What follows belongs to an exercise in optimizing a design on an open flow for small area and a short achievable clock period; a production flow would make more cautious choices.
At most, simulation tests tie the RTL to the original design; equivalence was not proved.
No functional check of the RTL was part of runs 6 and 7.
Power is estimated from default activity; no workload was simulated.

### flow/run.sh
#!/bin/bash
# synth_recipe.tcl (not shown) runs the flow's synth.tcl, then flattens the netlist and writes it again
# the make line also repeats each setting of config.mk as NAME=value (left out here)
make -C /OpenROAD-flow-scripts/flow DESIGN_CONFIG=/design/flow/config.mk WORK_HOME=/design/flow/orfs CLKGATE_MAP_FILE= SYNTH_SCRIPT=/design/flow/synth_recipe.tcl finish
### flow/config.mk
export PLATFORM = sky130hd
export DESIGN_NAME = ps2_key_event_queue
export DESIGN_NICKNAME = ps2_key_event_queue
export VERILOG_FILES = /design/flow/design.v
export SDC_FILE = /design/flow/constraint.sdc
export NUM_CORES = 4
export LEC_CHECK = 0
export CAP_MARGIN = 0
export CORE_MARGIN = 2
export CORE_UTILIZATION = 40
export CTS_BUF_LIST = sky130_fd_sc_hd__clkbuf_8
export CTS_CLUSTER_DIAMETER = 80
export CTS_CLUSTER_SIZE = 16
export SETUP_SLACK_MARGIN = 3.6
export SLEW_MARGIN = 0
export SYNTH_HIERARCHICAL = 1
export TNS_END_PERCENT = 10
### flow/constraint.sdc
create_clock -name core_clock -period 6.5 [get_ports {clk}]
set_input_delay 1.3000 -clock core_clock [delete_from_list [all_inputs] [get_ports {clk}]]
set_output_delay 1.3000 -clock core_clock [all_outputs]
set_load 0.01 [all_outputs]
### flow/design.v
module ps2_key_event_queue #(
  parameter int FIFO_DEPTH      = 8,
  parameter bit SUPPRESS_REPEAT = 1'b1,
  parameter bit IGNORE_CTRL     = 1'b1
) (
  input  logic                          clk,
  input  logic                          reset,
  input  logic [7:0]                    rx_data,
  input  logic                          rx_valid,
  input  logic                          rx_overflow,
  output logic [9:0]                    evt_data,
  output logic                          evt_valid,
  input  logic                          evt_ready,
  output logic [$clog2(FIFO_DEPTH):0]   evt_count,
  output logic                          drop_flag,
  input  logic                          drop_clr,
  output logic [8:0]                    keys_down,
  output logic [31:0]                   cur_key
);
  logic       r_ext, r_rel, r_pause;
  logic [2:0] r_skip;
  logic w_v, w_e0, w_f0, w_e1, w_ctrl, w_prefix, w_pause_end, w_key;
  logic w_emit, w_track, w_ev_ext, w_ev_rel;
  logic [7:0] w_code;
  assign w_v    = rx_valid && !rx_overflow;
  assign w_e0   = (rx_data == 8'hE0);
  assign w_f0   = (rx_data == 8'hF0);
  assign w_e1   = (rx_data == 8'hE1);
  assign w_ctrl = (rx_data == 8'h00) || (rx_data == 8'hAA) || (rx_data == 8'hEE) ||
                  (rx_data == 8'hFA) || (rx_data == 8'hFE) || (rx_data == 8'hFF);
  assign w_prefix    = !r_rel && !r_pause;            
  assign w_pause_end = r_pause && (r_skip <= 3'd1);
  assign w_key       = !w_e0 && !w_f0 && !w_e1 && (r_ext || !w_ctrl);
  assign w_track  = w_v && (r_rel || (w_prefix && w_key));
  assign w_emit   = w_track || (w_v && w_pause_end);
  assign w_ev_ext = r_ext || r_pause;
  assign w_ev_rel = r_rel;
  assign w_code   = r_pause ? 8'h77 : rx_data;
  always_ff @(posedge clk or posedge reset) begin
    if (reset) begin
      r_ext   <= 1'b0;
      r_rel   <= 1'b0;
      r_pause <= 1'b0;
      r_skip  <= 3'd0;
    end else if (rx_overflow) begin
      r_ext   <= 1'b0;
      r_rel   <= 1'b0;
      r_pause <= 1'b0;
      r_skip  <= 3'd0;
    end else if (rx_valid) begin
      if (r_pause) begin
        r_skip  <= w_pause_end ? 3'd0 : 3'(r_skip - 3'd1);
        r_pause <= !w_pause_end;
      end else if (r_rel) begin
        r_ext <= 1'b0;
        r_rel <= 1'b0;
      end else begin
        r_ext   <= w_e0 || (w_f0 && r_ext);
        r_rel   <= w_f0;
        r_pause <= w_e1;
        if (w_e1) r_skip <= 3'd7;
      end
    end
  end
  logic         r_phase;
  logic [15:0]  r_row_valid;
  logic [255:0] w_pair_rd_n;
  logic [15:0]  w_row_sel, w_row_rd, w_row_we, w_row_ev;
  logic [7:0]   w_hi_dec;
  logic [31:0]  w_col_sel;
  logic [31:0]  w_half_a, w_half_b, w_term_n;
  logic [7:0]   w_t4;
  logic [3:0]   w_t8_n;
  logic [31:0]  w_row_raw, w_row_wr;
  logic         w_sel_valid, w_pv, w_raw_bit;
  always_comb begin
    for (int i = 0; i < 8; i++)
      w_hi_dec[i] = (rx_data[7:5] == i[2:0]);
    for (int j = 0; j < 16; j++) begin
      w_row_sel[j] = (r_ext == j[3]) && w_hi_dec[j % 8];
      w_row_ev[j]  = (r_ext == j[3]) && r_row_valid[j];
    end
    for (int k = 0; k < 32; k++)
      w_col_sel[k] = (rx_data[4:0] == k[4:0]);
    w_sel_valid = |(w_row_sel & r_row_valid);
    w_row_raw   = w_half_a | w_half_b;
    w_row_wr = (w_row_raw | {32{r_phase && !w_sel_valid}}) & ~w_col_sel |
               (w_col_sel & {32{!w_ev_rel ^ r_phase}});
    w_row_we = w_row_sel & {16{w_track}};
  end
  for (genvar j = 0; j < 16; j++) begin : g_rd
    ps2kq_and4 u_rd (
      .a({rx_data[7:5] ~^ 3'(j % 8), w_row_ev[j]}), .y(w_row_rd[j])
    );
  end
  for (genvar p = 0; p < 8; p++) begin : g_pair
    ps2kq_rowpair u_pair (
      .clk(clk), .we(w_row_we[2*p +: 2]), .hold(~w_row_we[2*p +: 2]),
      .rd(w_row_rd[2*p +: 2]), .wr(w_row_wr), .rd_n(w_pair_rd_n[p*32 +: 32])
    );
  end
  for (genvar k = 0; k < 32; k++) begin : g_col
    ps2kq_nand4 u_ha (
      .a({w_pair_rd_n[0*32+k], w_pair_rd_n[1*32+k], w_pair_rd_n[2*32+k], w_pair_rd_n[3*32+k]}),
      .y(w_half_a[k])
    );
    ps2kq_nand4 u_hb (
      .a({w_pair_rd_n[4*32+k], w_pair_rd_n[5*32+k], w_pair_rd_n[6*32+k], w_pair_rd_n[7*32+k]}),
      .y(w_half_b[k])
    );
    ps2kq_aoi22 u_term (
      .a0(w_col_sel[k]), .b0(w_half_a[k]), .a1(w_col_sel[k]), .b1(w_half_b[k]),
      .y(w_term_n[k])
    );
  end
  for (genvar i = 0; i < 8; i++) begin : g_t4
    ps2kq_nand4 u_t4 (.a(w_term_n[4*i +: 4]), .y(w_t4[i]));
  end
  for (genvar i = 0; i < 4; i++) begin : g_t8
    ps2kq_nor2 u_t8 (.a(w_t4[2*i]), .b(w_t4[2*i+1]), .y(w_t8_n[i]));
  end
  ps2kq_nand4 u_t32 (.a(w_t8_n), .y(w_raw_bit));
  assign w_pv = r_phase && w_sel_valid;
  always_ff @(posedge clk or posedge reset) begin
    if (reset) begin
      r_row_valid <= '0;
      r_phase     <= 1'b0;
    end else begin
      r_row_valid <= r_row_valid | w_row_we;
      r_phase     <= !r_phase;
    end
  end
  logic w_acc_h, w_acc_f, w_set_f, w_clr_h;
  assign w_acc_h = w_emit && (r_pause || r_rel);    
  assign w_acc_f = w_emit;
  assign w_set_f = w_track && !w_ev_rel;
  assign w_clr_h = w_track && w_ev_rel;
  logic [8:0] r_keys_down, w_kd_inc, w_kd_dec, w_kd_h, w_kd_f;
  assign w_kd_inc = (r_keys_down == 9'h1FF) ? r_keys_down : r_keys_down + 9'd1;
  assign w_kd_dec = (r_keys_down == 9'd0)   ? r_keys_down : r_keys_down - 9'd1;
  assign w_kd_h   = w_clr_h ? w_kd_dec : r_keys_down;
  assign w_kd_f   = w_set_f ? w_kd_inc : r_keys_down;
  always_ff @(posedge clk or posedge reset) begin
    if (reset) r_keys_down <= 9'd0;
    else       r_keys_down <= w_kd_next;
  end
  logic [7:0] r_ck_code;
  logic       r_ck_ext, r_ck_rel;
  logic [9:0] w_ck, w_ck_new, w_ck_h, w_ck_f;
  assign w_ck     = {r_ck_rel, r_ck_ext, r_ck_code};
  assign w_ck_new = {w_ev_rel, w_ev_ext, w_code};
  assign w_ck_h   = w_acc_h ? w_ck_new : w_ck;
  assign w_ck_f   = w_acc_f ? w_ck_new : w_ck;
  always_ff @(posedge clk or posedge reset) begin
    if (reset) {r_ck_rel, r_ck_ext, r_ck_code} <= {1'b1, 1'b0, 8'h1B};
    else       {r_ck_rel, r_ck_ext, r_ck_code} <= w_ck_next;
  end
  logic [9:0] r_mem [8];
  logic [2:0] r_wr_ptr;
  logic [7:0] r_rd_oh;                              
  logic [3:0] r_count;
  logic       r_drop_flag;
  logic       w_pop, w_slot_free;
  logic [2:0] w_wp_h, w_wp_f;
  logic [3:0] w_cnt_w, w_cnt_n, w_cnt_h, w_cnt_f;
  logic       w_drop_h, w_drop_f, w_df_n;
  assign w_pop       = (r_count != 4'd0) && evt_ready;
  assign w_slot_free = !r_count[3] || w_pop;
  assign w_cnt_w = w_pop ? r_count : r_count + 4'd1;
  assign w_cnt_n = w_pop ? r_count - 4'd1 : r_count;
  assign w_cnt_h = (w_acc_h && w_slot_free) ? w_cnt_w : w_cnt_n;
  assign w_cnt_f = (w_acc_f && w_slot_free) ? w_cnt_w : w_cnt_n;
  assign w_wp_h  = (w_acc_h && w_slot_free) ? r_wr_ptr + 3'd1 : r_wr_ptr;
  assign w_wp_f  = (w_acc_f && w_slot_free) ? r_wr_ptr + 3'd1 : r_wr_ptr;
  assign w_df_n  = r_drop_flag && !drop_clr;
  assign w_drop_h = (w_acc_h && !w_slot_free) || w_df_n;
  assign w_drop_f = (w_acc_f && !w_slot_free) || w_df_n;
  always_ff @(posedge clk or posedge reset) begin
    if (reset) begin
      r_wr_ptr    <= 3'd0;
      r_rd_oh     <= 8'd1;
      r_count     <= 4'd0;
      r_drop_flag <= 1'b0;
    end else begin
      r_wr_ptr    <= w_wp_next;
      r_count     <= w_cnt_next;
      r_drop_flag <= w_drop_next;
      if (w_pop) r_rd_oh <= {r_rd_oh[6:0], r_rd_oh[7]};
    end
  end
  always_ff @(posedge clk) begin
    if (w_slot_free) r_mem[r_wr_ptr] <= w_ck_new;
  end
  logic [26:0] w_nx_h, w_nx_f, w_nx1, w_nx0, w_nx;
  logic [8:0]  w_kd_next;
  logic [9:0]  w_ck_next;
  logic [2:0]  w_wp_next;
  logic [3:0]  w_cnt_next;
  logic        w_drop_next;
  assign w_nx_h = {w_kd_h, w_ck_h, w_wp_h, w_cnt_h, w_drop_h};
  assign w_nx_f = {w_kd_f, w_ck_f, w_wp_f, w_cnt_f, w_drop_f};
  assign w_nx1  = w_pv ? w_nx_f : w_nx_h;
  assign w_nx0  = w_pv ? w_nx_h : w_nx_f;
  for (genvar i = 0; i < 27; i++) begin : g_pick
    ps2kq_mux2 u_pick (.s(w_raw_bit), .a1(w_nx1[i]), .a0(w_nx0[i]), .y(w_nx[i]));
  end
  assign {w_kd_next, w_ck_next, w_wp_next, w_cnt_next, w_drop_next} = w_nx;
  assign evt_valid = (r_count != 4'd0);
  always_comb begin
    evt_data = 10'd0;
    for (int i = 0; i < 8; i++)
      if (r_rd_oh[i] && evt_valid) evt_data = evt_data | r_mem[i];
  end
  assign evt_count = r_count;
  assign drop_flag = r_drop_flag;
  assign keys_down = r_keys_down;
  assign cur_key   = {8'h00,
                      (r_ck_ext && r_ck_rel) ? 8'hE0 : 8'h00,
                      r_ck_rel ? 8'hF0 : (r_ck_ext ? 8'hE0 : 8'h00),
                      r_ck_code};
endmodule
module ps2kq_rowpair (
  input  logic        clk,
  input  logic [1:0]  we,
  input  logic [1:0]  hold,
  input  logic [1:0]  rd,
  input  logic [31:0] wr,
  output logic [31:0] rd_n
);
  logic [31:0] q0, q1;
  always_ff @(posedge clk) begin
    q0 <= ~((q0 | {32{we[0]}}) & ({32{hold[0]}} | wr));
    q1 <= ~((q1 | {32{we[1]}}) & ({32{hold[1]}} | wr));
  end
  assign rd_n = ~((q0 & {32{rd[0]}}) | (q1 & {32{rd[1]}}));
endmodule
module ps2kq_nand4 (input logic [3:0] a, output logic y);
  assign y = ~&a;
endmodule
module ps2kq_and4 (input logic [3:0] a, output logic y);
  assign y = &a;
endmodule
module ps2kq_nor2 (input logic a, input logic b, output logic y);
  assign y = ~(a | b);
endmodule
module ps2kq_aoi22 (input logic a0, input logic b0, input logic a1, input logic b1,
                    output logic y);
  assign y = ~((a0 & b0) | (a1 & b1));
endmodule
module ps2kq_mux2 (input logic s, input logic a1, input logic a0, output logic y);
  assign y = s ? a1 : a0;
endmodule
==> results of run 1 <==
==> power groups by stage <==
stage	sequential, mW	clock [mW]	combinational (mW)
final	5.64	2.04	2.94
after global placement	5.63	0	2.24
after CTS	5.60	2.05	2.67
after global routing	5.74	2.21	3.10
after floorplan	5.53	0	1.69
after detailed placement	5.68	0	2.32
==> registers in the layout, summed over array words and instances, names as in the netlist, 3 cells and up <==
signal	cells
r_row_valid	16
r_rd_oh	8
r_skip	3
r_mem	80
r_ck_code	8
r_count	4
r_wr_ptr	3
g_pair.u_pair.q1	256
r_keys_down	9
g_pair.u_pair.q0	256
==> cells by family after synthesis <==
logic type | Yosys count
xor+xnor | 21
other cells | 1
mux | 53
buf+inv | 257
fa+ha+maj | 7
simple gates | 396
flops | 650
compound gates | 959
==> modules after synthesis, one instance, submodules excluded <==
module / cell area (um^2) / flops+latches / copies in the design
ps2kq_nor2: 3.75 / 0 / 4
ps2kq_mux2: 15.0 / 0 / 27
ps2kq_rowpair: 2060 / 64 / 8
ps2kq_aoi22: 12.5 / 0 / 32
ps2kq_and4: 8.76 / 0 / 16
ps2kq_nand4: 6.26 / 0 / 73
ps2_key_event_queue: 7620 / 138 / 1
==> through the flow <==
| stage | hold slack (ns) | total power, mW |
|---|---|---|
| finish | 0.455 | 10.6 |
| global route | 0.470 | 11.1 |
| CTS | 0.453 | 10.3 |
| detailed placement | 0.438 | 8.00 |
| global placement | 0.431 | 7.86 |
| floorplan | 0.422 | 7.22 |
==> final cells by class <==
cell class	count	area, um^2
Sequential cell	650	14100
Clock inverter	17	106
Multi-Input combinational cell	1490	11300
Inverter	44	249
Timing Repair Buffer	335	3790
Fill cell	5594	31800
Clock buffer	49	674
Tap cell	846	1060
==> routing by layer <==
| metal | part of all wire (%) | global-route usage [%] | routed length, um |
|---|---|---|---|
| met1 | 39 | 37.2 | 39100 |
| met2 | 44 | 42.3 | 43700 |
| met3 | 13 | 6.47 | 12700 |
| met4 | 4.8 | 11.6 | 4780 |
| met5 | 0.083 | 0 | 83 |
==> timing repair <==
action | CTS | global route
resized for setup | 326 | 136
endpoints found under the setup margin | 658 | 649
pin swaps | 78 | 44
gates cloned | 47 | 23
buffers inserted | 119 | 57
==> worst paths after layout <==
kind	end	slack (ns)	depth (start not counted)
worst max-delay path	r_keys_down[3]	3.04	14
worst min-delay path	g_pair[6].u_pair.q1[30]	0.46	1
worst max register to register	r_keys_down[3]	3.04	14
worst min register to register	g_pair[6].u_pair.q1[30]	0.46	1
max in group asynchronous	r_ext	4.76	3
min in group asynchronous	r_keys_down[2]	1.16	3
==> placed cells by master, fill, tap and decap left out, drive strengths merged, types with 30 or more instances in the layout <==
master | synthesis | routed
o21ai | 34 | 36
inv | 44 | 43
and4 | 16 | 47
dfrtp | 52 | 52
buf | 185 | 282
mux2 | 30 | 30
dfxtp | 512 | 512
clkbuf | 28 | 64
clkdlybuf4s50 | 0 | 32
edfxtp | 80 | 80
o22ai | 515 | 515
nor2 | 78 | 78
nand2 | 84 | 84
a22oi | 308 | 308
nand4 | 76 | 76
==> worst reg2reg max path: stages (launching register included) <==
cell and delay, ns:
dfrtp_4 0.56, buf_4 0.20, and2_2 0.24, and4_4 0.27
buf_4 0.23, a22oi_1 0.20, nand4_1 0.25, a22oi_2 0.22
nand4_1 0.12, nor2_1 0.16, nand4_1 0.13, buf_6 0.16
buf_12 0.14, buf_12 0.15, mux2_4 0.30
==> flow_summary.toml, run 1 <==
[worst_setup_path]
cp-start-kind = "primary input"
crit_chain = "buf_12 > buf_12 > buf_4 > and4_2 > a22oi_1 > nand4_1 > a22oi_2 > nand4_1 > nor2_1 > nand4_1 > buf_6 > buf_12 > buf_12 > mux2_4"
crit_fanout = 8
cp_slowest_stage_delay_ns = 0.37
crit_type = "in2reg"
crit_path_frequent_cell = "buf_12"
crit_required_ns = 7.06
critPathTopFamily = "simple AND/OR/NAND/NOR gates"
end_kind = "register"
crit_arrival_ns = 4.01
cp.buffers_inverters = 6
timing.rr.start = "r_ext"
critPathLaunch = "rx_data[6]"
critPathSlowestCell = "and4_2"

[power_and_ir_drop]
internal_power_mw = 7.20
p_switching_mw = 3.42
power_frac_seq_pct = 53.1
pwr-share-comb_pct = 27.7
sw_frac_of_total_pct = 32.2
p_per_area_nw_per_um2 = 339
p_leak_nw = 11.4
pwr-share-clk_pct = 19.2
vdd_drop_max_v = 0.000160

[cells_and_area]
final_cells = 3431
num_antenna_cells = 0
drive_above_1_share_pct = 27.3
final_util_pct = 49.7
final_cell_area_um2 = 31300
finalNetCount = 2590
syn_to_final_growth_pct = 22.9

[die]
die_y_um = 256
fp-row-count = 92
io_pins = 71
die_area_um2 = 65700
coreArea_um2 = 63100
fp.dieW_um = 256
start_util_pct = 40.4

[cts]
root_buffer = "clkbuf_8"
tritoncts = "built"
clk_path_buf_depth = 3
clkLatencyLatePin_ns = 0.68
htree_levels = 2
clkSinkCount = 650
path_clk_slew_ns = 0.09
cts_hold_buf = 0
cts_buffers = 48

[sta]
period_share_pct = 53.2
clock_skew_ns = 0.0289
tightest_slew_ns = 1.16
rsz0062_at_grt = "true"
relSlewSlack_pct = 22.4
fmax_mhz = 289
setup_viol = 0
fin_ws_ns = 3.04
period_minus_slack_ns = 3.46
slew_violations = 0
fin_setup_tns_ns = 0
hold_viol = 0

[yosys]
synth_area_leader_cell = "dfxtp_1"
synth_fa_ha_area_share_pct = 0.344
synth-seq-cells = 650
yosys_warnings = 8
synth.top_cell.area_share_pct = 40.2
yosysSeqAreaShare_pct = 55.4
synth_compound_area_share_pct = 26.2
synth.distinct_cells = 72
syn_area_per_cell_um2 = 10.9
synth_edf_count = 80
synthTopCellsByArea = "dfxtp_1 (40%), o22ai_1 (13%), edfxtp_1 (9.4%)"
synthTopCellsByCount = "o22ai_1 (515), dfxtp_1 (512), a22oi_1 (276), buf_4 (103), nand2_1 (84)"
synth_mux_area_share_pct = 2.64
synth_ff_type = "dfxtp_1"
ys_async_sr_fraction_pct = 8.92
synth_top_family_by_area = "compound AO/OA/AOI/OAI gates"
syn_area_um2 = 25500
synth_most_common_cell = "o22ai_1"
synth-simple-area-share_pct = 8.39
synth_cells = 2344
synth_xor_area_share_pct = 0.722

[grt]
grt_pass1_vias = 21700
groute.usage.overall_pct = 27.6
grt-ovfl-total = 0
grt_start_max_net_pins = 59
antenna_found_initial = 3
grt_pass1_wl_um = 140000

[route]
drtIter0Drc = 3365
vias = 23400
wl_per_cell_um = 29.2
vias_per_cell = 6.83
drt-total-wl_um = 100000
dr.pass1.iters = 6
antenna_left = 0
route.detailed.drc = 0

[place]
io_buffers = 53
placed_area_um2 = 26400
placed_cells = 3119
post-place-ws_ns = 1.19
hpwl_um = 46600
gp_congestion = 0.955

[hold_path]
hp-start = "g_pair[6].u_pair.q1[30]"
hp-class = "reg2reg"

[outcome]
status = "finished clean"

[flow_run]
cap_violations = 0
==> run 2, diff against run 1 <==
--- a/flow/config.mk
+++ b/flow/config.mk
@@ -11,7 +11,7 @@
 export CTS_BUF_LIST = sky130_fd_sc_hd__clkbuf_8
 export CTS_CLUSTER_DIAMETER = 80
 export CTS_CLUSTER_SIZE = 16
-export SETUP_SLACK_MARGIN = 3.6
+export SETUP_SLACK_MARGIN = 3.0
 export SLEW_MARGIN = 0
 export SYNTH_HIERARCHICAL = 1
 export TNS_END_PERCENT = 10
==> flow_summary.toml, run 2 <==
[route]
route.detailed.drc = 0
dr.pass1.iters = 7
vias = 21100
drt-total-wl_um = 82300
vias_per_cell = 6.50
wl_per_cell_um = 25.4
drtIter0Drc = 2274
antenna_left = 0

[yosys]
syn_area_um2 = 25500
yosys_warnings = 8
synth-seq-cells = 650
synth_mux_area_share_pct = 2.64
synth_area_leader_cell = "dfxtp_1"
synth.top_cell.area_share_pct = 40.2
synth_ff_type = "dfxtp_1"
synth.distinct_cells = 72
synth_cells = 2344
synth_xor_area_share_pct = 0.722
synthTopCellsByArea = "dfxtp_1 (40%), o22ai_1 (13%), edfxtp_1 (9.4%)"
ys_async_sr_fraction_pct = 8.92
synth_fa_ha_area_share_pct = 0.344
synth_edf_count = 80
synthTopCellsByCount = "o22ai_1 (515), dfxtp_1 (512), a22oi_1 (276), buf_4 (103), nand2_1 (84)"
synth_top_family_by_area = "compound AO/OA/AOI/OAI gates"
synth_compound_area_share_pct = 26.2
synth-simple-area-share_pct = 8.39
synth_most_common_cell = "o22ai_1"
syn_area_per_cell_um2 = 10.9
yosysSeqAreaShare_pct = 55.4

[sta]
setup_viol = 0
slew_violations = 0
fin_setup_tns_ns = 0
period_minus_slack_ns = 3.64
fmax_mhz = 275
hold_viol = 0
period_share_pct = 56.0
clock_skew_ns = 0.0574
tightest_slew_ns = 1.15
relSlewSlack_pct = 23.3
rsz0062_at_grt = "true"

[power_and_ir_drop]
p_leak_nw = 9.93
vdd_drop_max_v = 0.000162
p_per_area_nw_per_um2 = 364

[worst_setup_path]
cp-start-kind = "register"
reg2regPathDepth = 12
critPathSlowestCell = "clkdlybuf4s50_1"
crit_arrival_ns = 2.34
timing.rr.start = "r_ext"
rrSetupSlack_ns = 3.00
critPathTopFamily = "buffers and inverters"
crit_required_ns = 5.20
cp_slowest_stage_delay_ns = 0.49
cp.buffers_inverters = 3
crit_fanout = 11
end_kind = "output port"
r2r-end = "r_count[3]"
crit_type = "reg2out"
crit_path_frequent_cell = "inv_1"
crit_chain = "inv_1 > ha_1 > and2_4 > inv_1 > clkdlybuf4s50_1"

[cts]
clk_path_buf_depth = 3
cts_buffers = 48
path_clk_slew_ns = 0.10
htree_levels = 2
cts_hold_buf = 0
root_buffer = "clkbuf_8"
clkSinkCount = 650
tritoncts = "built"
clkLatencyLatePin_ns = 0.70

[flow_run]
cap_violations = 0

[cells_and_area]
layout_common_cells = "o22ai_1 (514), dfxtp_1 (512), a22oi_1 (263)"
final_util_pct = 44.2
finalNetCount = 2401
syn_to_final_growth_pct = 9.49
n_fill_cell = 5987
final_common_cell = "o22ai_1"
reg.largest.list = "g_pair.u_pair.q0 (256), g_pair.u_pair.q1 (256), r_mem (80)"
drive_above_1_share_pct = 15.7

[place]
hpwl_um = 48400
io_buffers = 53
gp_congestion = 0.866

[outcome]
status = "finished clean"

[hold_path]
min_to = "g_pair[1].u_pair.q0[30]"
hp-start = "g_pair[1].u_pair.q0[30]"
hold_depth = 1
hp-class = "reg2reg"

[die]
fp.dieW_um = 256
coreArea_um2 = 63100
io_pins = 71
die_area_um2 = 65700
die_y_um = 256
fp-row-count = 92
start_util_pct = 40.4

[grt]
grt_pass1_wl_um = 124000
grt_pass1_vias = 20200
grt_start_max_net_pins = 59
groute.usage.overall_pct = 24.0
antenna_found_initial = 1
grt-ovfl-total = 0
[run 2: changes by cell type in the layout (fill, tap and decap cells not counted), moves of 25 or more]
cell	before	now
buf_4	175	112
a22oi_1	221	263
a22oi_2	87	45
buf_6	40	8
o22ai_1	483	514
buf_12	35	5
and4_4	40	14
o22ai_2	26	1
[run 2: worst max path at each step]
stage | depth (start not counted) | from | to | slack [ns]
global placement | 11 | rx_data[7] | r_drop_flag | 0.94
detailed placement | 12 | rx_data[7] | r_count[0] | 0.90
finish | 5 | r_count[1] | evt_valid | 2.86
floorplan | 11 | rx_data[5] | r_ck_code[2] | 2.02
global route | 5 | r_count[0] | evt_valid | 2.78
CTS | 5 | r_count[0] | evt_data[3] | 2.83
[run 2: final cells by class]
type	instances	area (um^2)	area share, %
diodes	1	2.50	0.00897
clock inverters	17	96.3	0.345
clock buffers	51	702	2.52
repair buffers	177	1530	5.48
inverters	44	229	0.821
repair inverters	2	15.0	0.0538
well taps	846	1060	3.79
multi-input cells	1457	10100	36.4
flip-flops and latches	650	14100	50.6
[run 2: per-stage QoR]
step | cell area, um^2 | power [mW] | instances | hold slack, ns | worst slack (ns)
3_5_place_dp | 26400 | 8.05 | 3125 | 0.438 | 0.900
3_3_place_gp | 26400 | 7.92 | 3125 | 0.430 | 0.945
5_1_grt | 27900 | 10.6 | 3245 | 0.466 | 2.78
6_report | 27900 | 10.1 | 3245 | 0.452 | 2.86
4_1_cts | 27800 | 10.1 | 3235 | 0.454 | 2.83
2_1_floorplan | 25800 | 7.22 | 2360 | 0.422 | 2.02
[run 2: per-layer routing]
metal | GRT usage [%] | part of all wire [%]
met1 | 32.6 | 42
met2 | 38.2 | 46
met5 | 0 | 0
met4 | 9.80 | 4.2
met3 | 3.93 | 8.1
[run 2: repair_timing]
action / in CTS / in global routing
setup buffers: 36 / 9
pin swaps: 10 / 1
setup endpoints to repair: 564 / 372
gates cloned: 6 / 0
gates resized for setup: 99 / 15
[run 2: logic make-up (layout without fill, tap and decap cells)]
family                     Yosys count  after routing
xor gates and xnor gates            21             21
other                                1             18
DFF                                650            650
muxes                               53             53
and+or+nand+nor                    396            398
AOI/OAI and AO/OA                  959            961
buffers and inverters              257            291
adders and majority gates            7              7
[run 2: Yosys stat by module, one instance, submodules excluded]
| module | flip-flops and latches | times used | area, um^2 | cells inside |
|---|---|---|---|---|
| ps2kq_aoi22 | 0 | 32 | 12.5 | 1 |
| ps2_key_event_queue | 138 | 1 | 7620 | 768 |
| ps2kq_and4 | 0 | 16 | 8.76 | 1 |
| ps2kq_nand4 | 0 | 73 | 6.26 | 1 |
| ps2kq_mux2 | 0 | 27 | 15.0 | 1 |
| ps2kq_nor2 | 0 | 4 | 3.75 | 1 |
| ps2kq_rowpair | 64 | 8 | 2060 | 178 |
[run 2: report_power, final]
part	internal (mW)	switching [mW]
sequential	5.05	0.542
clock	0.726	1.31
combinational	1.19	1.34
==> run 3, diff against run 2 <==
==> flow/flow/run.sh (new file) <==
#!/bin/bash
# Layout flow: the standard flow, with the port buffers made plain
# buffers (sky130_fd_sc_hd__buf_4) instead of the default delay-cell choice.
export BUFFER_PORTS_ARGS="-buffer_cell sky130_fd_sc_hd__buf_4"
bash standard.sh > standard.log 2>&1
==> flow/standard.sh (new file) <==
#!/bin/bash
# synth_recipe.tcl (not shown) runs the flow's synth.tcl, then flattens the netlist and writes it again
# the make line also repeats each setting of config.mk as NAME=value (left out here)
make -C /OpenROAD-flow-scripts/flow DESIGN_CONFIG=/design/flow/config.mk WORK_HOME=/design/flow/orfs CLKGATE_MAP_FILE= SYNTH_SCRIPT=/design/flow/synth_recipe.tcl "${@:-finish}"
--- a/flow/config.mk
+++ b/flow/config.mk
@@ -11,7 +11,7 @@
 export CTS_BUF_LIST = sky130_fd_sc_hd__clkbuf_8
 export CTS_CLUSTER_DIAMETER = 80
 export CTS_CLUSTER_SIZE = 16
-export SETUP_SLACK_MARGIN = 3.0
+export SETUP_SLACK_MARGIN = 3.3
 export SLEW_MARGIN = 0
 export SYNTH_HIERARCHICAL = 1
 export TNS_END_PERCENT = 10
removed: flow/run.sh
==> flow_summary.toml, run 3 <==
[worst_setup_path]
critPathTopFamily = "flip-flops"
crit_required_ns = 5.20
cp-start-kind = "register"
crit_fanout = 12
cp_slowest_stage_delay_ns = 0.75
rrSetupSlack_ns = 3.23
reg2regPathDepth = 12
end_kind = "output port"
crit_chain = "a22o_1 > a221oi_2 > a31oi_2 > buf_4"
cp.buffers_inverters = 1
r2r-end = "r_ck_code[5]"
crit_type = "reg2out"
critPathSlowestCell = "dfstp_4"
timing.rr.start = "r_ext"
crit_arrival_ns = 2.05

[yosys]
synth_most_common_cell = "o22ai_1"
synth_ff_type = "dfxtp_1"
synth_cells = 2344
synth-seq-cells = 650
synthTopCellsByArea = "dfxtp_1 (40%), o22ai_1 (13%), edfxtp_1 (9.4%)"
syn_area_um2 = 25500
synth_area_leader_cell = "dfxtp_1"
synth.top_cell.area_share_pct = 40.2
synthTopCellsByCount = "o22ai_1 (515), dfxtp_1 (512), a22oi_1 (276), buf_4 (103), nand2_1 (84)"
syn_area_per_cell_um2 = 10.9
synth_edf_count = 80
synth.distinct_cells = 72
yosysSeqAreaShare_pct = 55.4
ys_async_sr_fraction_pct = 8.92
yosys_warnings = 8

[power_and_ir_drop]
internal_power_mw = 6.94
p_leak_nw = 10.4
p_switching_mw = 3.30
sw_frac_of_total_pct = 32.2
pwr-share-clk_pct = 20.0
pwr-share-comb_pct = 25.2
vdd_drop_max_v = 0.000159
p_per_area_nw_per_um2 = 354
power_frac_seq_pct = 54.8

[die]
die_area_um2 = 65700
fp.dieW_um = 256
die_y_um = 256
start_util_pct = 40.4
io_pins = 71
coreArea_um2 = 63100
fp-row-count = 92

[sta]
setup_viol = 0
period_minus_slack_ns = 3.35
slew_violations = 0
clock_skew_ns = 0.0337
rsz0062_at_grt = "true"
hold_viol = 0
fmax_mhz = 299
period_share_pct = 51.5
relSlewSlack_pct = 17.8
tightest_slew_ns = 1.23
fin_setup_tns_ns = 0

[route]
wl_per_cell_um = 28.0
drt-total-wl_um = 92500
vias_per_cell = 6.69
route.detailed.drc = 0
vias = 22100
antenna_left = 0
dr.pass1.iters = 8
drtIter0Drc = 2830

[grt]
antenna_found_initial = 5
grt_pass1_vias = 20100
grt_start_max_net_pins = 59
grt-ovfl-total = 0
groute.usage.overall_pct = 23.8
grt_pass1_wl_um = 123000

[cells_and_area]
final_cells = 3301
layout_common_cells = "o22ai_1 (514), dfxtp_1 (512), a22oi_1 (245)"
drive_above_1_share_pct = 21.3
reg.largest.list = "g_pair.u_pair.q0 (256), g_pair.u_pair.q1 (256), r_mem (80)"
final_common_cell = "o22ai_1"
syn_to_final_growth_pct = 13.5
multi_input_area_um2 = 10700
seq_area_um2 = 14100
finalNetCount = 2456
n_fill_cell = 5751

[place]
gp_congestion = 0.913
placed_cells = 3100
io_buffers = 53
hpwl_um = 45800

[cts]
clk_path_buf_depth = 3
clkLatencyLatePin_ns = 0.69
path_clk_slew_ns = 0.10
tritoncts = "built"
htree_levels = 2
root_buffer = "clkbuf_8"
cts_buffers = 48
clkSinkCount = 650

[outcome]
status = "finished clean"

[hold_path]
hp-class = "reg2reg"
hp-start = "g_pair[3].u_pair.q0[30]"
hold_depth = 1
min_to = "g_pair[3].u_pair.q0[30]"

[flow_run]
cap_violations = 0
[run 3: how the worst max path moves through the flow]
| stage | from | to | slack (ns) | cells after the start |
|---|---|---|---|---|
| finish | r_rd_oh[0] | evt_data[3] | 3.15 | 4 |
| global placement | rx_data[7] | g_pair[5].u_pair.q1[31] | 1.68 | 7 |
| detailed placement | rx_data[0] | g_pair[5].u_pair.q1[14] | 1.52 | 7 |
| floorplan | rx_data[5] | r_ck_code[2] | 2.02 | 11 |
| global route | rx_data[1] | g_pair[1].u_pair.q1[17] | 3.06 | 10 |
| CTS | r_rd_oh[6] | evt_data[9] | 2.99 | 4 |
[run 3: area by class of cell]
type	instances	share of cell area (%)
timing repair buffer	203	6.83
clock inverter	19	0.385
sequential	650	48.9
tap	846	3.66
timing repair inverter	5	0.130
multi-input combinational	1483	37.0
clock buffer	49	2.33
inverter	44	0.813
antenna	2	0.0173
[run 3: power groups by stage]
stage	registers (mW)	logic (mW)	clock network, mW
detailed placement	5.67	2.28	0
finish	5.61	2.58	2.05
floorplan	5.53	1.69	0
global route	5.72	2.74	2.23
CTS	5.58	2.35	2.07
global placement	5.62	2.19	0
[run 3: cells by family (layout without fill, tap and decap cells)]
group           Yosys count  in the layout  synth area share [%]
compound gates          959            961                  26.2
flops                   650            650                  55.4
simple gates            396            424                  8.39
buf+inv                 257            320                  6.36
mux                      53             53                  2.64
xor+xnor                 21             21                 0.722
fa+ha+maj                 7              7                 0.344
other cells               1             19                0.0147
[run 3: worst register-to-register path, delay by kind of cell (launching register included)]
kind,cells,cell delay (ns)
AND/OR/NAND/NOR,6,1.33
flip-flops,1,0.58
buffers and inverters,3,0.54
AO/OA/AOI/OAI,2,0.44
multiplexers,1,0.30
[run 3: through the flow]
stage | total power [mW] | hold slack [ns] | setup slack [ns] | area, um^2 | util, %
floorplan | 7.22 | 0.422 | 2.02 | 25800 | -
global placement | 7.82 | 0.431 | 1.68 | 26100 | 41.4
detailed placement | 7.96 | 0.439 | 1.52 | 26100 | 41.4
CTS | 10.0 | 0.454 | 2.99 | 27500 | 43.5
global route | 10.7 | 0.466 | 3.06 | 28900 | 45.8
finish | 10.2 | 0.453 | 3.15 | 28900 | 45.9
[run 3: timing repair]
action	CTS	global route
setup buffers	26	59
setup endpoints to repair	555	462
gates resized for setup	61	131
gates cloned	10	36
hold buffers	0	0
pin swaps	8	57
[run 3: layer usage]
layer  part of all wire, %  vias to the layer above  global-route usage [%]
met5                 0.065                        -                       0
met4                   4.6                        6                    10.0
met3                    12                      301                    5.38
met2                    45                     1459                    38.1
met1                    39                    10900                    31.0
li1                      -                     9443                       -
[run 3: modules after synthesis (local to each module, per instance)]
module               area [um^2]  cells inside  times used  flops+latches
ps2kq_rowpair               2060           178           8             64
ps2kq_nor2                  3.75             1           4              0
ps2_key_event_queue         7620           768           1            138
ps2kq_mux2                  15.0             1          27              0
ps2kq_and4                  8.76             1          16              0
ps2kq_nand4                 6.26             1          73              0
ps2kq_aoi22                 12.5             1          32              0
==> run 4, diff against run 3 <==
--- a/flow/config.mk
+++ b/flow/config.mk
@@ -7,7 +7,7 @@
 export LEC_CHECK = 0
 export CAP_MARGIN = 0
 export CORE_MARGIN = 2
-export CORE_UTILIZATION = 40
+export CORE_UTILIZATION = 60
 export CTS_BUF_LIST = sky130_fd_sc_hd__clkbuf_8
 export CTS_CLUSTER_DIAMETER = 80
 export CTS_CLUSTER_SIZE = 16
==> flow_summary.toml, run 4 <==
[cts]
clkSinkCount = 650
clk_path_buf_depth = 3
clkLatencyLatePin_ns = 0.68
tritoncts = "built"
path_clk_slew_ns = 0.09
root_buffer = "clkbuf_8"
cts_buffers = 48
htree_levels = 2

[sta]
fin_setup_tns_ns = 0
period_minus_slack_ns = 3.36
relSlewSlack_pct = 22.7
slew_violations = 0
tightest_slew_ns = 1.16
hold_viol = 0
clock_skew_ns = 0.0449
period_share_pct = 51.6
fmax_mhz = 298
rsz0062_at_grt = "true"
setup_viol = 0

[flow_run]
cap_violations = 0

[yosys]
synth_ff_type = "dfxtp_1"
yosysSeqAreaShare_pct = 55.4
syn_area_per_cell_um2 = 10.9
synthTopCellsByCount = "o22ai_1 (515), dfxtp_1 (512), a22oi_1 (276), buf_4 (103), nand2_1 (84)"
synth_cells = 2344
synth_area_leader_cell = "dfxtp_1"
synthTopCellsByArea = "dfxtp_1 (40%), o22ai_1 (13%), edfxtp_1 (9.4%)"
synth_edf_count = 80
syn_area_um2 = 25500
synth-seq-cells = 650
ys_async_sr_fraction_pct = 8.92
synth_most_common_cell = "o22ai_1"
synth.top_cell.area_share_pct = 40.2
synth.distinct_cells = 72
yosys_warnings = 8

[worst_setup_path]
crit_type = "in2reg"
crit_required_ns = 7.02
cp-start-kind = "primary input"
critPathTopFamily = "simple AND/OR/NAND/NOR gates"
end_kind = "register"
crit_path_frequent_cell = "nand4_1"
critPathSlowestCell = "and4_4"
critPathLaunch = "rx_data[6]"
crit_arrival_ns = 3.88
timing.rr.start = "r_ext"
crit_fanout = 32
cp_slowest_stage_delay_ns = 0.35
cp.buffers_inverters = 4
crit_chain = "buf_16 > inv_8 > and4_4 > a22oi_1 > nand4_1 > a22oi_2 > nand4_1 > nor2_2 > nand4_1 > buf_6 > buf_12 > mux2_4"

[cells_and_area]
n_fill_cell = 3262
final_common_cell = "o22ai_1"
finalNetCount = 2447
num_antenna_cells = 0
final_util_pct = 67.8
final_cells = 2984
final_cell_area_um2 = 28500
syn_to_final_growth_pct = 11.7
multi_input_area_um2 = 10600
drive_above_1_share_pct = 20.9
reg.largest.list = "g_pair.u_pair.q0 (256), g_pair.u_pair.q1 (256), r_mem (80)"
seq_area_um2 = 14100
layout_common_cells = "o22ai_1 (513), dfxtp_1 (512), a22oi_1 (257)"

[route]
antenna_left = 0
dr.pass1.iters = 7
wl_per_cell_um = 29.8
vias = 21900
route.detailed.drc = 0
drtIter0Drc = 2618
drt-total-wl_um = 89000
vias_per_cell = 7.35

[grt]
grt-ovfl-total = 0
groute.usage.overall_pct = 38.8
grt_start_max_net_pins = 59
grt_pass1_wl_um = 129000
met2_usage_pct = 59.0
grt_pass1_vias = 20600
use_met3_pct = 8.13
antenna_found_initial = 0
grt.busiest_layer = "met2"
met1_usage_pct = 52.8

[hold_path]
hp-start = "g_pair[2].u_pair.q0[30]"
hp-class = "reg2reg"

[power_and_ir_drop]
vdd_drop_max_v = 0.000223
p_per_area_nw_per_um2 = 369
p_leak_nw = 10.4
finalPower_mw = 10.5

[place]
placed_cells = 2788
io_buffers = 53
hpwl_um = 47300
gp_congestion = 0.872
placed_area_um2 = 25800

[die]
start_util_pct = 60.8
fp-row-count = 75
fp.dieW_um = 210
coreArea_um2 = 41900
die_area_um2 = 44100
die_y_um = 210
io_pins = 71

[outcome]
status = "finished clean"
==> run 4: cell counts after synthesis <==
Identical to the previous run, type by type.
==> run 4: report_power, final <==
group | leakage, nW | internal [mW] | switching (mW)
Combinational | 4.05 | 1.26 | 1.47
Sequential | 5.89 | 5.05 | 0.575
Clock | 0.488 | 0.846 | 1.30
Total | 10.4 | 7.16 | 3.35
==> run 4: Yosys stat by module (local to each module, per instance) <==
module | times used | cell area [um^2] | flip-flops and latches | cells inside
ps2_key_event_queue | 1 | 7620 | 138 | 768
ps2kq_and4 | 16 | 8.76 | 0 | 1
ps2kq_aoi22 | 32 | 12.5 | 0 | 1
ps2kq_mux2 | 27 | 15.0 | 0 | 1
ps2kq_nand4 | 73 | 6.26 | 0 | 1
ps2kq_nor2 | 4 | 3.75 | 0 | 1
ps2kq_rowpair | 8 | 2060 | 64 | 178
==> run 4: logic make-up after synthesis <==
logic type | Yosys count | share of synthesized area, %
compound gates | 959 | 26.2
simple gates | 396 | 8.39
flops | 650 | 55.4
mux | 53 | 2.64
buf+inv | 257 | 6.36
other cells | 1 | 0.0147
fa+ha+maj | 7 | 0.344
xor+xnor | 21 | 0.722
==> run 4: worst paths after layout <==
check | end | slack [ns] | depth (start not counted)
max in group asynchronous | r_ext | 5.02 | 3
hold reg to reg | g_pair[2].u_pair.q0[30] | 0.45 | 1
min in group asynchronous | r_row_valid[2] | 0.87 | 3
hold / removal | g_pair[2].u_pair.q0[30] | 0.45 | 1
setup / recovery | r_keys_down[3] | 3.14 | 12
setup reg to reg | r_keys_down[3] | 3.19 | 12
==> run 4: layer usage <==
metal / wire (um) / vias up
met4: 4660 / 0
met3: 9880 / 315
met5: 0 / -
met1: 35300 / 10900
met2: 39100 / 1322
li1: - / 9375
==> run 4: layout make-up <==
| type | instances | share of cell area [%] |
|---|---|---|
| clock buffers | 51 | 2.47 |
| well taps | 539 | 2.37 |
| inverters | 44 | 0.778 |
| repair inverters | 6 | 0.158 |
| clock inverters | 18 | 0.598 |
| multi-input cells | 1472 | 37.3 |
| repair buffers | 204 | 6.68 |
| flip-flops and latches | 650 | 49.7 |
==> run 4: worst register-to-register path: stages, from the launching register on <==
cell,delay [ns]
dfrtp_4,0.57
buf_4,0.19
nor2b_2,0.32
and4_4,0.54
a22oi_1,0.14
nand4_1,0.26
a22oi_2,0.16
nand4_1,0.15
nor2_2,0.07
nand4_1,0.08
buf_6,0.17
buf_12,0.21
mux2_4,0.33
==> run 4: per-stage QoR <==
stage	worst slack, ns	hold WS [ns]
2_1_floorplan	2.02	0.422
3_3_place_gp	1.57	0.430
3_5_place_dp	1.54	0.438
4_1_cts	3.06	0.452
5_1_grt	3.12	0.465
6_report	3.14	0.448
==> run 4: timing repair <==
| action | CTS | global route |
|---|---|---|
| gates resized for setup | 115 | 42 |
| hold buffers | 0 | 0 |
| endpoints found under the hold margin | 0 | 0 |
| setup endpoints to repair | 555 | 472 |
| buffers inserted | 49 | 48 |
| pin swaps | 46 | 6 |
| gates cloned | 28 | 2 |
==> run 5, diff against run 4 <==
--- a/flow/config.mk
+++ b/flow/config.mk
@@ -7,11 +7,11 @@
 export LEC_CHECK = 0
 export CAP_MARGIN = 0
 export CORE_MARGIN = 2
-export CORE_UTILIZATION = 60
+export CORE_UTILIZATION = 40
 export CTS_BUF_LIST = sky130_fd_sc_hd__clkbuf_8
 export CTS_CLUSTER_DIAMETER = 80
 export CTS_CLUSTER_SIZE = 16
-export SETUP_SLACK_MARGIN = 3.3
+export SETUP_SLACK_MARGIN = 3.45
 export SLEW_MARGIN = 0
 export SYNTH_HIERARCHICAL = 1
 export TNS_END_PERCENT = 10
==> flow_summary.toml, run 5 <==
[cells_and_area]
final_util_pct = 46.5
final_cells = 3330
final_cell_area_um2 = 29300
reg.largest.list = "g_pair.u_pair.q0 (256), g_pair.u_pair.q1 (256), r_mem (80)"
n_fill_cell = 5809
final_common_cell = "o22ai_1"
num_antenna_cells = 0
multi_input_area_um2 = 10700
syn_to_final_growth_pct = 15.0
drive_above_1_share_pct = 22.6
finalNetCount = 2487
seq_area_um2 = 14100
layout_common_cells = "o22ai_1 (514), dfxtp_1 (512), a22oi_1 (249)"

[yosys]
synthTopCellsByCount = "o22ai_1 (515), dfxtp_1 (512), a22oi_1 (276), buf_4 (103), nand2_1 (84)"
synth_ff_type = "dfxtp_1"
synthTopCellsByArea = "dfxtp_1 (40%), o22ai_1 (13%), edfxtp_1 (9.4%)"
synth_area_leader_cell = "dfxtp_1"
synth_cells = 2344
syn_area_per_cell_um2 = 10.9
synth-seq-cells = 650
yosysSeqAreaShare_pct = 55.4
yosys_warnings = 8
synth.distinct_cells = 72
ys_async_sr_fraction_pct = 8.92
synth.top_cell.area_share_pct = 40.2
syn_area_um2 = 25500
synth_edf_count = 80
synth_most_common_cell = "o22ai_1"

[sta]
tightest_slew_ns = 1.13
period_minus_slack_ns = 3.35
slew_violations = 0
fin_ws_ns = 3.15
relSlewSlack_pct = 24.5
setup_viol = 0
fmax_mhz = 299
rsz0062_at_grt = "true"
period_share_pct = 51.5
whs_ns = 0.450
hold_viol = 0
fin_setup_tns_ns = 0
clock_skew_ns = 0.0494

[power_and_ir_drop]
p_leak_nw = 10.6
vdd_drop_max_v = 0.000142
p_per_area_nw_per_um2 = 352
finalPower_mw = 10.3

[route]
vias = 22400
wl_met2_um = 41800
top_layer_used = "met5"
wl_per_cell_um = 28.0
dr.pass1.iters = 7
drtIter0Drc = 2926
vias_per_cell = 6.72
drt-total-wl_um = 93200
dr_wl_met3_um = 10600
wl_met1_um = 37300
antenna_left = 0
route.detailed.drc = 0

[worst_setup_path]
crit_chain = "buf_12 > buf_4 > mux2i_1 > o22ai_1 > nor4_4 > buf_4 > and3_2 > nor4_1 > a21oi_2 > buf_4 > o22ai_1"
crit_type = "reg2reg"
crit_path_frequent_cell = "buf_4"
reg2regPathDepth = 11
critPathTopFamily = "simple AND/OR/NAND/NOR gates"
cp_slowest_stage_delay_ns = 0.56
timing.rr.start = "r_ext"
cp-start-kind = "register"
crit_required_ns = 7.06
end_kind = "register"
crit_fanout = 13
cp.buffers_inverters = 4
rrSetupSlack_ns = 3.15
critPathSlowestCell = "dfrtp_4"
r2r-end = "g_pair[7].u_pair.q0[9]"
crit_arrival_ns = 3.90

[die]
die_area_um2 = 65700
fp-row-count = 92
fp.dieW_um = 256
start_util_pct = 40.4
io_pins = 71
coreArea_um2 = 63100
die_y_um = 256

[place]
gp_congestion = 0.950
io_buffers = 53
placed_cells = 3107
placed_area_um2 = 26200
post-place-ws_ns = 1.64
hpwl_um = 46800

[flow_run]
cap_violations = 0

[outcome]
status = "finished clean"

[grt]
grt-ovfl-total = 0
grt_start_max_net_pins = 59
grt_pass1_vias = 20900
groute.usage.overall_pct = 25.1
grt_pass1_wl_um = 128000
antenna_found_initial = 2

[hold_path]
hold_depth = 1
hp-start = "g_pair[5].u_pair.q1[30]"
hp-class = "reg2reg"
min_to = "g_pair[5].u_pair.q1[30]"

[cts]
htree_levels = 2
cts_hold_buf = 0
cts_buffers = 48
tritoncts = "built"
clkLatencyLatePin_ns = 0.70
path_clk_slew_ns = 0.11
clk_path_buf_depth = 3
root_buffer = "clkbuf_8"
clkSinkCount = 650
[run 5: cell counts after synthesis]
No cell type changed its count.
[run 5: worst max-delay path by stage]
stage | startpoint | end | slack [ns] | depth (start not counted)
floorplan | rx_data[5] | r_ck_code[2] | 2.02 | 11
global placement | rx_data[6] | g_pair[5].u_pair.q1[31] | 1.63 | 7
detailed placement | rx_data[6] | g_pair[5].u_pair.q1[31] | 1.64 | 7
CTS | r_rd_oh[3] | evt_data[5] | 3.15 | 4
global route | r_ext | g_pair[5].u_pair.q1[9] | 3.14 | 11
finish | r_ext | g_pair[7].u_pair.q0[9] | 3.15 | 11
[run 5: kinds of logic after synthesis]
kind of cell	Yosys count	share of synthesized area (%)
AOI/OAI and AO/OA	959	26.2
xor gates and xnor gates	21	0.722
adders and majority gates	7	0.344
buffers and inverters	257	6.36
DFF	650	55.4
muxes	53	2.64
other	1	0.0147
and+or+nand+nor	396	8.39
[run 5: where the power goes]
| group | switching [mW] | total, mW | internal [mW] |
|---|---|---|---|
| Clock | 1.34 | 2.04 | 0.697 |
| Combinational | 1.42 | 2.67 | 1.25 |
| Sequential | 0.562 | 5.61 | 5.05 |
[run 5: layer usage]
layer  GRT usage, %  up-vias
li1               -     9490
met1           34.3    11200
met2           39.4     1472
met3           4.66      265
met4           9.82        4
met5              0        -
[run 5: repair_timing]
| action | in CTS | in global routing |
|---|---|---|
| pin swaps | 19 | 51 |
| buffers inserted | 50 | 64 |
| cloned | 20 | 21 |
| gates resized for setup | 101 | 121 |
| endpoints found under the setup margin | 556 | 539 |
[run 5: layout make-up]
class                   count  area share (%)
flip-flops and latches    650            48.2
multi-input cells        1479            36.4
repair buffers            239            8.10
well taps                 846            3.61
clock buffers              48            2.25
inverters                  44           0.897
clock inverters            20           0.427
repair inverters            4           0.102
[run 5: per-module statistics from Yosys, one instance, submodules excluded]
module	times used	flip-flops and latches
ps2kq_aoi22	32	0
ps2kq_and4	16	0
ps2kq_nor2	4	0
ps2kq_rowpair	8	64
ps2kq_nand4	73	0
ps2kq_mux2	27	0
ps2_key_event_queue	1	138
[run 5: worst register-to-register path, stage by stage (launching register included)]
cell and delay [ns]:
dfrtp_4 0.56, buf_12 0.16, buf_4 0.15, mux2i_1 0.24, o22ai_1 0.20, nor4_4 0.41
buf_4 0.22, and3_2 0.43, nor4_1 0.12, a21oi_2 0.39, buf_4 0.26, o22ai_1 0.08
==> run 6, diff against run 5 <==
--- a/flow/design.v
+++ b/flow/design.v
@@ -157,13 +157,15 @@
   end
   logic [9:0] r_mem [8];
   logic [2:0] r_wr_ptr;
-  logic [7:0] r_rd_oh;                              
+  logic [7:0] r_rdsel;           
   logic [3:0] r_count;
   logic       r_drop_flag;
   logic       w_pop, w_slot_free;
   logic [2:0] w_wp_h, w_wp_f;
   logic [3:0] w_cnt_w, w_cnt_n, w_cnt_h, w_cnt_f;
   logic       w_drop_h, w_drop_f, w_df_n;
+  logic [7:0] w_rs_pop, w_wr_oh, w_rs_h, w_rs_f;
+  logic       w_empty, w_last_pop, w_wr_h, w_wr_f;
   assign w_pop       = (r_count != 4'd0) && evt_ready;
   assign w_slot_free = !r_count[3] || w_pop;
   assign w_cnt_w = w_pop ? r_count : r_count + 4'd1;
@@ -175,41 +177,50 @@
   assign w_df_n  = r_drop_flag && !drop_clr;
   assign w_drop_h = (w_acc_h && !w_slot_free) || w_df_n;
   assign w_drop_f = (w_acc_f && !w_slot_free) || w_df_n;
+  assign w_empty    = (r_count == 4'd0);
+  assign w_last_pop = (r_count == 4'd1) && w_pop;
+  assign w_rs_pop   = w_pop ? {r_rdsel[6:0], r_rdsel[7]} : r_rdsel;
+  assign w_wr_oh    = 8'd1 << r_wr_ptr;
+  assign w_wr_h     = w_acc_h && w_slot_free;
+  assign w_wr_f     = w_acc_f && w_slot_free;
+  assign w_rs_h = w_empty ? (w_wr_h ? w_wr_oh : 8'd0) : ((w_last_pop && !w_wr_h) ? 8'd0 : w_rs_pop);
+  assign w_rs_f = w_empty ? (w_wr_f ? w_wr_oh : 8'd0) : ((w_last_pop && !w_wr_f) ? 8'd0 : w_rs_pop);
   always_ff @(posedge clk or posedge reset) begin
     if (reset) begin
       r_wr_ptr    <= 3'd0;
-      r_rd_oh     <= 8'd1;
+      r_rdsel     <= 8'd0;
       r_count     <= 4'd0;
       r_drop_flag <= 1'b0;
     end else begin
       r_wr_ptr    <= w_wp_next;
       r_count     <= w_cnt_next;
       r_drop_flag <= w_drop_next;
-      if (w_pop) r_rd_oh <= {r_rd_oh[6:0], r_rd_oh[7]};
+      r_rdsel     <= w_rs_next;
     end
   end
   always_ff @(posedge clk) begin
     if (w_slot_free) r_mem[r_wr_ptr] <= w_ck_new;
   end
-  logic [26:0] w_nx_h, w_nx_f, w_nx1, w_nx0, w_nx;
+  logic [34:0] w_nx_h, w_nx_f, w_nx1, w_nx0, w_nx;
+  logic [7:0]  w_rs_next;
   logic [8:0]  w_kd_next;
   logic [9:0]  w_ck_next;
   logic [2:0]  w_wp_next;
   logic [3:0]  w_cnt_next;
   logic        w_drop_next;
-  assign w_nx_h = {w_kd_h, w_ck_h, w_wp_h, w_cnt_h, w_drop_h};
-  assign w_nx_f = {w_kd_f, w_ck_f, w_wp_f, w_cnt_f, w_drop_f};
+  assign w_nx_h = {w_rs_h, w_kd_h, w_ck_h, w_wp_h, w_cnt_h, w_drop_h};
+  assign w_nx_f = {w_rs_f, w_kd_f, w_ck_f, w_wp_f, w_cnt_f, w_drop_f};
   assign w_nx1  = w_pv ? w_nx_f : w_nx_h;
   assign w_nx0  = w_pv ? w_nx_h : w_nx_f;
-  for (genvar i = 0; i < 27; i++) begin : g_pick
+  for (genvar i = 0; i < 35; i++) begin : g_pick
     ps2kq_mux2 u_pick (.s(w_raw_bit), .a1(w_nx1[i]), .a0(w_nx0[i]), .y(w_nx[i]));
   end
-  assign {w_kd_next, w_ck_next, w_wp_next, w_cnt_next, w_drop_next} = w_nx;
+  assign {w_rs_next, w_kd_next, w_ck_next, w_wp_next, w_cnt_next, w_drop_next} = w_nx;
   assign evt_valid = (r_count != 4'd0);
   always_comb begin
     evt_data = 10'd0;
     for (int i = 0; i < 8; i++)
-      if (r_rd_oh[i] && evt_valid) evt_data = evt_data | r_mem[i];
+      if (r_rdsel[i]) evt_data = evt_data | r_mem[i];
   end
   assign evt_count = r_count;
   assign drop_flag = r_drop_flag;
==> flow/run.sh (new file) <==
#!/bin/bash
# synth_recipe.tcl (not shown) runs the flow's synth.tcl, then flattens the netlist and writes it again
# the make line also repeats each setting of config.mk as NAME=value (left out here)
make -C /OpenROAD-flow-scripts/flow DESIGN_CONFIG=/design/flow/config.mk WORK_HOME=/design/flow/orfs CLKGATE_MAP_FILE= SYNTH_SCRIPT=/design/flow/synth_recipe.tcl finish
--- a/flow/config.mk
+++ b/flow/config.mk
@@ -11,7 +11,7 @@
 export CTS_BUF_LIST = sky130_fd_sc_hd__clkbuf_8
 export CTS_CLUSTER_DIAMETER = 80
 export CTS_CLUSTER_SIZE = 16
-export SETUP_SLACK_MARGIN = 3.45
+export SETUP_SLACK_MARGIN = 3.0
 export SLEW_MARGIN = 0
 export SYNTH_HIERARCHICAL = 1
 export TNS_END_PERCENT = 10
removed: flow/flow/run.sh
removed: flow/standard.sh
==> flow_summary.toml, run 6 <==
[route]
wl_per_cell_um = 26.6
vias_per_cell = 6.60
wl_met1_um = 35700
dr_wl_met3_um = 9220
dr.pass1.iters = 6
antenna_left = 0
route.detailed.drc = 0
top_layer_used = "met4"
vias = 21700
drt-total-wl_um = 87500
drtIter0Drc = 2633
wl_met2_um = 39000

[cells_and_area]
num_antenna_cells = 0
final_common_cell = "o22ai_1"
syn_to_final_growth_pct = 10.9
drive_above_1_share_pct = 16.1
seq_area_um2 = 14100
final_util_pct = 44.7
layout_common_cells = "o22ai_1 (513), dfxtp_1 (512), a22oi_1 (283)"
multi_input_area_um2 = 10600
reg.largest.list = "g_pair.u_pair.q0 (256), g_pair.u_pair.q1 (256), r_mem (80)"
finalNetCount = 2442
n_fill_cell = 6011
final_cell_area_um2 = 28600

[worst_setup_path]
cp_slowest_stage_delay_ns = 0.75
end_kind = "output port"
r2r-end = "g_pair[3].u_pair.q0[14]"
rrSetupSlack_ns = 3.04
crit_type = "reg2out"
cp-start-kind = "register"
timing.rr.start = "r_rel"
critPathSlowestCell = "dfrtp_1"
reg2regPathDepth = 9
crit_chain = "a22oi_1 > nand4_1 > clkdlybuf4s50_1"
crit_arrival_ns = 2.35
crit_required_ns = 5.20
crit_fanout = 12

[sta]
hold_viol = 0
fin_setup_tns_ns = 0
fin_ws_ns = 2.85
setup_viol = 0
slew_violations = 0
rsz0062_at_grt = "true"
period_share_pct = 56.1
clock_skew_ns = 0.0670
relSlewSlack_pct = 22.1
period_minus_slack_ns = 3.65
tightest_slew_ns = 1.16
fmax_mhz = 274

[die]
fp-row-count = 93
fp.dieW_um = 258
die_y_um = 258
die_area_um2 = 66600
coreArea_um2 = 64100
io_pins = 71
start_util_pct = 40.3

[place]
hpwl_um = 47500
post-place-ws_ns = 0.940
placed_area_um2 = 26800
io_buffers = 53
gp_congestion = 0.882

[grt]
grt-ovfl-total = 0
antenna_found_initial = 0
groute.usage.overall_pct = 24.8
grt_pass1_vias = 20900
grt_pass1_wl_um = 128000
grt_start_max_net_pins = 59

[yosys]
synth_ff_type = "dfxtp_1"
synth_cells = 2371
synth.top_cell.area_share_pct = 39.7
synth.distinct_cells = 71
ys_async_sr_fraction_pct = 8.92
synth_most_common_cell = "o22ai_1"
syn_area_um2 = 25800
synthTopCellsByCount = "o22ai_1 (513), dfxtp_1 (512), a22oi_1 (297), buf_4 (104), nor2_1 (92)"
yosysSeqAreaShare_pct = 54.6
yosys_warnings = 8
synth-seq-cells = 650
synth_area_leader_cell = "dfxtp_1"
synthTopCellsByArea = "dfxtp_1 (40%), o22ai_1 (12%), edfxtp_1 (9.3%)"
syn_area_per_cell_um2 = 10.9
synth_edf_count = 80

[cts]
clkLatencyLatePin_ns = 0.70
tritoncts = "built"
cts_buffers = 47
clk_path_buf_depth = 3
cts_hold_buf = 0
htree_levels = 2
clkSinkCount = 650
root_buffer = "clkbuf_8"
path_clk_slew_ns = 0.12

[hold_path]
hp-start = "g_pair[6].u_pair.q0[31]"
hold_depth = 1
min_to = "g_pair[6].u_pair.q0[31]"
hp-class = "reg2reg"

[power_and_ir_drop]
p_switching_mw = 3.27
pwr-share-comb_pct = 25.6
p_leak_nw = 10.3
power_frac_seq_pct = 54.3
internal_power_mw = 7.08
pwr-share-clk_pct = 20.1
vdd_drop_max_v = 0.000148
sw_frac_of_total_pct = 31.6
finalPower_mw = 10.3
p_per_area_nw_per_um2 = 361

[flow_run]
cap_violations = 0

[outcome]
status = "finished clean"
[run 6: changes by cell type in the layout (fill, tap and decap cells not counted), moves of 13 or more]
cell,previous run,this run
buf_4,186,103
a21oi_1,10,27
mux2i_1,15,38
a22oi_1,249,283
nand2_1,84,42
a22oi_2,59,46
clkdlybuf4s50_1,0,44
[run 6: layer usage]
layer / vias to the layer above / track usage, %
met5: - / 0
met4: 0 / 9.38
met3: 239 / 6.22
met2: 1231 / 39.0
met1: 10800 / 33.0
li1: 9432 / -
[run 6: Yosys stat by module, one instance, submodules excluded]
module | area (um^2) | cells inside | flops+latches
ps2kq_nor2 | 3.75 | 1 | 0
ps2kq_mux2 | 15.0 | 1 | 0
ps2kq_aoi22 | 12.5 | 1 | 0
ps2kq_nand4 | 6.26 | 1 | 0
ps2kq_and4 | 8.76 | 1 | 0
ps2kq_rowpair | 2060 | 178 | 64
ps2_key_event_queue | 7840 | 787 | 138
[run 6: power by group through the flow]
stage	sequential [mW]	clock [mW]	combinational [mW]
3_5_place_dp	5.69	0	2.48
5_1_grt	5.73	2.26	2.85
4_1_cts	5.60	2.11	2.59
2_1_floorplan	5.52	0	1.78
3_3_place_gp	5.64	0	2.39
6_report	5.62	2.08	2.65
[run 6: how the worst max path moves through the flow]
stage                           from                      end  slack, ns
after CTS                 r_rdsel[6]              evt_data[9]       2.83
final                     r_rdsel[6]              evt_data[9]       2.85
after global placement    rx_data[7]   g_pair[2].u_pair.q1[1]       1.06
after detailed placement  rx_data[7]  g_pair[2].u_pair.q1[10]       0.94
after global routing      r_rdsel[1]              evt_data[0]       2.78
after floorplan           rx_data[7]             r_ck_code[2]       1.45
[run 6: critical path, delay by kind of cell, from the launching register on]
kind	cells	cell delay [ns]
buffers and inverters	1	0.55
AOI/OAI and AO/OA	1	0.19
and+or+nand+nor	1	0.18
DFF	1	0.75
[run 6: cell families after synthesis]
group | share of synthesized area [%]
muxes | 3.85
AOI/OAI and AO/OA | 25.6
adders and majority gates | 0.669
xor gates and xnor gates | 0.644
other | 0.0145
DFF | 54.6
buffers and inverters | 6.32
and+or+nand+nor | 8.23
[run 6: area by class of cell]
type,count,share of cell area [%]
clock buffer,48,2.31
inverter,40,0.669
tap,855,3.74
clock inverter,18,0.520
timing repair buffer,184,6.40
multi-input combinational,1492,37.1
sequential,650,49.3
[run 6: what timing repair did]
item,CTS,global route
pin swaps,26,25
buffers inserted,23,21
setup endpoints to repair,612,426
resized for setup,87,51
gates cloned,15,5
[run 6: per-stage QoR]
step | cells | hold WS (ns)
global route | 3287 | 0.470
finish | 3287 | 0.454
global placement | 3157 | 0.430
detailed placement | 3157 | 0.439
floorplan | 2387 | 0.422
CTS | 3261 | 0.453
==> run 7, diff against run 6 <==
--- a/flow/config.mk
+++ b/flow/config.mk
@@ -11,7 +11,7 @@
 export CTS_BUF_LIST = sky130_fd_sc_hd__clkbuf_8
 export CTS_CLUSTER_DIAMETER = 80
 export CTS_CLUSTER_SIZE = 16
-export SETUP_SLACK_MARGIN = 3.0
+export SETUP_SLACK_MARGIN = 3.4
 export SLEW_MARGIN = 0
 export SYNTH_HIERARCHICAL = 1
 export TNS_END_PERCENT = 10
==> flow_summary.toml, run 7 <==
[worst_setup_path]
critPathSlowestCell = "mux2_4"
crit_chain = "buf_8 > buf_6 > clkinvlp_4 > buf_8 > and4_4 > buf_12 > a22oi_1 > nand4_1 > a22oi_2 > nand4_1 > nor2_1 > nand4_1 > buf_12 > clkbuf_16 > mux2_4"
end_kind = "register"
crit_arrival_ns = 4.17
cp-start-kind = "primary input"
cp_slowest_stage_delay_ns = 0.30
crit_required_ns = 7.09
cp.buffers_inverters = 7
reg2regPathDepth = 13
critPathTopFamily = "buffers and inverters"

[yosys]
synth_ff_type = "dfxtp_1"
synthTopCellsByArea = "dfxtp_1 (40%), o22ai_1 (12%), edfxtp_1 (9.3%)"
synth_area_leader_cell = "dfxtp_1"
syn_area_per_cell_um2 = 10.9
syn_area_um2 = 25800
synth-seq-cells = 650
synth.top_cell.area_share_pct = 39.7
yosys_warnings = 8
synth_edf_count = 80
synth_most_common_cell = "o22ai_1"
ys_async_sr_fraction_pct = 8.92
synthTopCellsByCount = "o22ai_1 (513), dfxtp_1 (512), a22oi_1 (297), buf_4 (104), nor2_1 (92)"
yosysSeqAreaShare_pct = 54.6

[route]
route.detailed.drc = 0
vias_per_cell = 6.69
antenna_left = 0
drt-total-wl_um = 92700
dr.pass1.iters = 5
wl_per_cell_um = 27.7

[sta]
rsz0062_at_grt = "true"
relSlewSlack_pct = 40.7
setup_viol = 0
hold_viol = 0
fmax_mhz = 279
period_share_pct = 55.1
tightest_slew_ns = 0.886

[hold_path]
hp-class = "reg2reg"
hold_depth = 1

[cts]
tritoncts = "built"
path_clk_slew_ns = 0.11
cts_hold_buf = 0
clk_path_buf_depth = 3
htree_levels = 2

[die]
fp.dieW_um = 258
coreArea_um2 = 64100
fp-row-count = 93
die_y_um = 258
die_area_um2 = 66600

[power_and_ir_drop]
pwr-share-comb_pct = 27.7
p_switching_mw = 3.44
internal_power_mw = 7.22
pwr-share-clk_pct = 19.8
p_leak_nw = 10.8
power_frac_seq_pct = 52.5
vdd_drop_max_v = 0.000163

[cells_and_area]
layout_common_cells = "o22ai_1 (512), dfxtp_1 (512), a22oi_1 (272)"
syn_to_final_growth_pct = 14.9
reg.largest.list = "g_pair.u_pair.q0 (256), g_pair.u_pair.q1 (256), r_mem (80)"
final_cell_area_um2 = 29700

[grt]
grt_pass1_vias = 21600
grt_start_max_net_pins = 59
antenna_found_initial = 0
grt.busiest_layer = "met2"
grt-ovfl-total = 0
met2_usage_pct = 41.9
groute.usage.overall_pct = 26.6
grt_pass1_wl_um = 137000

[flow_run]
cap_violations = 0

[place]
hpwl_um = 47900
io_buffers = 53

[outcome]
status = "finished clean"
run 7: cell counts after synthesis:
No cell type changed its count.
run 7: cell type report:
cell class / instances / area (um^2) / share of cell area, %
diodes: 1 / 2.50 / 0.00843
clock buffers: 50 / 688 / 2.32
clock inverters: 20 / 141 / 0.476
inverters: 40 / 204 / 0.687
multi-input cells: 1502 / 11000 / 37.2
flip-flops and latches: 650 / 14100 / 47.6
well taps: 855 / 1070 / 3.60
repair buffers: 233 / 2420 / 8.15
run 7: kinds of logic (layout without fill, tap and decap cells):
logic type,after synthesis,count (layout),share of synthesized area [%]
other cells,1,18,0.0145
buf+inv,259,343,6.32
mux,81,81,3.85
compound gates,960,962,25.6
flops,650,650,54.6
fa+ha+maj,14,14,0.669
xor+xnor,19,19,0.644
simple gates,387,409,8.23
run 7: metal layers:
layer,wire length [um],vias to the layer above
li1,-,9600
met5,0,-
met3,9650,249
met2,42000,1276
met4,3970,0
met1,37000,11300
run 7: Yosys stat by module, one instance, submodules excluded, a selection:
module               area [um^2]  cells  flops+latches
ps2kq_mux2                  15.0      1              0
ps2kq_nand4                 6.26      1              0
ps2kq_rowpair               2060    178             64
ps2_key_event_queue         7840    787            138
ps2kq_and4                  8.76      1              0
ps2kq_nor2                  3.75      1              0
run 7: worst paths after layout:
path / from / to / slack (ns)
min reg2reg: g_pair[2].u_pair.q1[31] / g_pair[2].u_pair.q1[31] / 0.45
max: rx_data[7] / r_rdsel[5] / 2.92
max in group asynchronous: reset / r_rdsel[3] / 4.75
max reg2reg: r_ext / r_rdsel[5] / 3.07
min: g_pair[2].u_pair.q1[31] / g_pair[2].u_pair.q1[31] / 0.45
min in group asynchronous: reset / r_row_valid[15] / 1.14
run 7: power groups by stage:
stage | Combinational (mW) | Clock (mW) | Sequential [mW]
global placement | 2.43 | 0 | 5.64
detailed placement | 2.51 | 0 | 5.69
floorplan | 1.79 | 0 | 5.52
finish | 2.96 | 2.11 | 5.59
global route | 3.14 | 2.29 | 5.70
CTS | 2.85 | 2.14 | 5.57
run 7: timing repair:
| action | CTS | global route |
|---|---|---|
| setup buffers | 84 | 5 |
| cloned | 34 | 4 |
| resized for setup | 241 | 25 |
| pin swaps | 52 | 18 |
| endpoints found under the setup margin | 637 | 599 |
run 7: through the flow:
step / setup slack [ns] / std cells / total power, mW / hold WS [ns]
CTS: 3.17 / 3341 / 10.6 / 0.452
floorplan: 1.45 / 2387 / 7.31 / 0.422
detailed placement: 1.11 / 3153 / 8.20 / 0.438
global placement: 1.10 / 3153 / 8.07 / 0.431
global route: 2.90 / 3350 / 11.1 / 0.470
finish: 2.92 / 3351 / 10.7 / 0.451
